Source: an optimization exercise on an open RTL-to-GDS flow (aim: small area, a short achievable clock period and few clock cycles per item). Production flows keep margins and buffers that such runs may drop. The RTL was checked by simulation tests, not by an equivalence proof against the original design.

==> module sample_fifo, before the edit <==
module sample_fifo(
	input wire clk,
	input wire rst,
	input wire flush,  
	input wire we,  
	input wire wr,  
	input wire [31:0] wdata,  
	input wire rd,
	output logic [31:0] rdata,  
	output logic empty,
	output logic full
);
	logic [31:0] mem [16];
	logic [3:0] wp;
	logic [15:0] rs;  
	logic [4:0] count;
	logic do_wr;
	logic do_rd;
	assign empty = (count == 5'd0);
	assign full = count[4];
	assign do_wr = wr & ~full;  
	assign do_rd = rd & ~empty;
	always_comb
	begin
		rdata = '0;
		for (int k = 0; k < 16; k++)
			rdata = rdata | (mem[k] & {32{rs[k]}});
	end
	always_ff @(posedge clk)
	begin
		if (rst || flush)
		begin
			wp <= '0;
			rs <= 16'd1;
			count <= '0;
		end
		else
		begin
			if (do_wr)
				wp <= wp + 1'b1;
			if (do_rd)
			begin
				rs <= {rs[14:0], rs[15]};
			end
			if (do_rd)
				count <= do_wr ? count : count - 1'b1;
			else
				count <= do_wr ? count + 1'b1 : count;
		end
	end
	always_ff @(posedge clk)
	begin
		if (we && !full)
			mem[wp] <= wdata;  
	end
endmodule
clock: 7.0 ns
lec_check: 0
cap_margin: 20
core_margin: 2
core_utilization: 62
cts_cluster_diameter: 110
cts_cluster_size: 24
place_density: 0.72
setup_slack_margin: 3.8
slew_margin: 20
tns_end_percent: 10
run.sh (not shown) runs the stock make flow with config.mk's settings and CLKGATE_MAP_FILE= SYNTH_SCRIPT=/design/flow/synth_recipe.tcl, a recipe that flattens the netlist after the stock synthesis.
Testbench counts at the start, summed over its fixed seeds: cycles 1,160, items 512.
==> next run, changes <==
--- a/flow/design.v
+++ b/flow/design.v
@@ -420,37 +420,39 @@
 	output logic full
 );
 	logic [31:0] mem [16];
 	logic [3:0] wp;
-	logic [15:0] rs;  
+	logic [3:0] rp;
+	logic [3:0] rpn;  
 	logic [4:0] count;
 	logic do_wr;
 	logic do_rd;
 	assign empty = (count == 5'd0);
 	assign full = count[4];
 	assign do_wr = wr & ~full;  
 	assign do_rd = rd & ~empty;
-	always_comb
-	begin
-		rdata = '0;
-		for (int k = 0; k < 16; k++)
-			rdata = rdata | (mem[k] & {32{rs[k]}});
-	end
+	logic [31:0] mx;
+	logic [31:0] my;
+	assign mx = mem[rp];
+	assign my = mem[~rpn];
+	assign rdata = {mx[31:16], my[15:0]};
 	always_ff @(posedge clk)
 	begin
 		if (rst || flush)
 		begin
 			wp <= '0;
-			rs <= 16'd1;
+			rp <= '0;
+			rpn <= '1;
 			count <= '0;
 		end
 		else
 		begin
 			if (do_wr)
 				wp <= wp + 1'b1;
 			if (do_rd)
 			begin
-				rs <= {rs[14:0], rs[15]};
+				rp <= rp + 1'b1;
+				rpn <= ~(rp + 1'b1);
 			end
 			if (do_rd)
 				count <= do_wr ? count : count - 1'b1;
 			else
Global-route usage decreases by 2.5 points.
Non-clock buffer count climbs by 32.
Synthesized area increases by about 1.3%.
Wire length is lower by about 6.4%.
Fmax came out higher by about 0.6%.
Final area climbs by about 2.6%.
Core utilization rises by 0.81 points.
Testbench counts after the change, summed over its fixed seeds: cycles 1,160, items 512.

--- another note on this design; it stands on its own ---

Design modem_top, start of the top module:
module modem_top(
	input wire clk,
	input wire rst,
	input wire iocs,
	input wire [2:0] ioaddr,
	input wire [15:0] din,
	input wire iowr,
	input wire iord,
	input wire [15:0] rdix,  
	input wire [15:0] rdiy,  
	input wire riv,
	input wire toe,  
	output logic [15:0] dout,
	output logic [15:0] tdox,
	output logic [15:0] tdoy,
	output logic tov,
	output logic xmtout,
	output logic pttout
);
	logic xmt;
	logic xmt_o;
	logic [15:0] tx_y;
	logic tx_pend;  
	logic ptt;
	logic fm;
	logic [3:0] dly;
	logic [15:0] tx_x;
	logic [15:0] tx_y_nxt;
	logic tx_new;
	logic fifo_flush;
	logic cpu_pop;
	logic fifo_empty;
	logic fifo_full;
	logic [31:0] fifo_head;
	logic f_wr;
	logic f_we;
	logic f_rd;
	logic [31:0] f_data;
	logic c_accept;
	logic c_load;
	logic tx_load;
	logic [15:0] c_xi;
	logic [15:0] c_yi;
	logic [15:0] c_zi;
	logic [15:0] c_xo;
	logic [15:0] c_yo;
	logic c_rdy;
	logic rx_done;
	assign rx_done = c_rdy & ~xmt;  
	logic [31:0] rx_res;
	logic rx_ov;
	assign tx_load = xmt & toe & c_accept & (~fifo_empty | (tx_new & ~tx_pend));
	assign c_load = xmt ? tx_load : riv;
  ...
Size: ~66,000 um^2 of cells after synthesis.
clock: 7.0 ns
lec_check: 0
cap_margin: 20
core_margin: 2
core_utilization: 62
cts_cluster_diameter: 110
cts_cluster_size: 24
place_density: 0.72
setup_slack_margin: 4.0
slew_margin: 20
tns_end_percent: 10
run.sh (not shown) runs the stock make flow with config.mk's settings and CLKGATE_MAP_FILE= SYNTH_SCRIPT=/design/flow/synth_recipe.tcl, a recipe that flattens the netlist after the stock synthesis.
Testbench counts at the start, summed over its fixed seeds: cycles 1,160, items 512.
Rerun with:
CORE_UTILIZATION = 66   (was 62)
CTS_CLUSTER_SIZE = 22   (was 24)
PLACE_DENSITY = 0.76   (was 0.72)
SETUP_SLACK_MARGIN = 3.8   (was 4.0)
=> The changed run completed without violations. Sequential share of layout area rises by 1.2 points. Final area falls by a few percent. Routed wire length falls slightly. Worst setup slack degrades by 0.046 ns. Final cell count falls by a few percent. Synthesized area stays the same. Core utilization rises by 2.1 points. Count of clock-buffer cells in the layout rises by 7.

==> afterwards: timing with drivers on the ports <==
How much do the figures lean on ideal ports? The routed layouts below were timed once more, with nothing changed but the port constraints. Step 1 sets driving cells, clkbuf_16 on the clock port and buf_2 on the other inputs (assumed; they add their load-dependent delay and slew). Step 2, shift: input delay + t, output delay - t, t = (earliest + latest rising clock arrival at the registers) / 2. This alone moves slack from input paths to output paths. Three values: ideal ports, drivers, drivers and shift; two values: the first two.
run	t, ns	slack for setup (ns)	worst hold slack (ns)	worst register clock-pin slew, ns
the first run of note 1	0.759	3.573 / 3.500 / 3.116	0.307 / 0.307 / 0.307	0.11 / 0.11
the second run of note 1	0.752	3.593 / 3.526 / 3.069	0.325 / 0.325 / 0.325	0.11 / 0.11
the first run of note 2	0.748	3.585 / 3.585 / 3.298	0.328 / 0.328 / 0.328	0.11 / 0.11
the second run of note 2	0.758	3.539 / 3.539 / 2.953	0.324 / 0.324 / 0.324	0.11 / 0.11
After both steps every run listed still meets setup and hold. For the second run of note 2, which loses most, drivers alone change the setup slack by 0.000 ns; drivers and shift together by -0.586 ns.
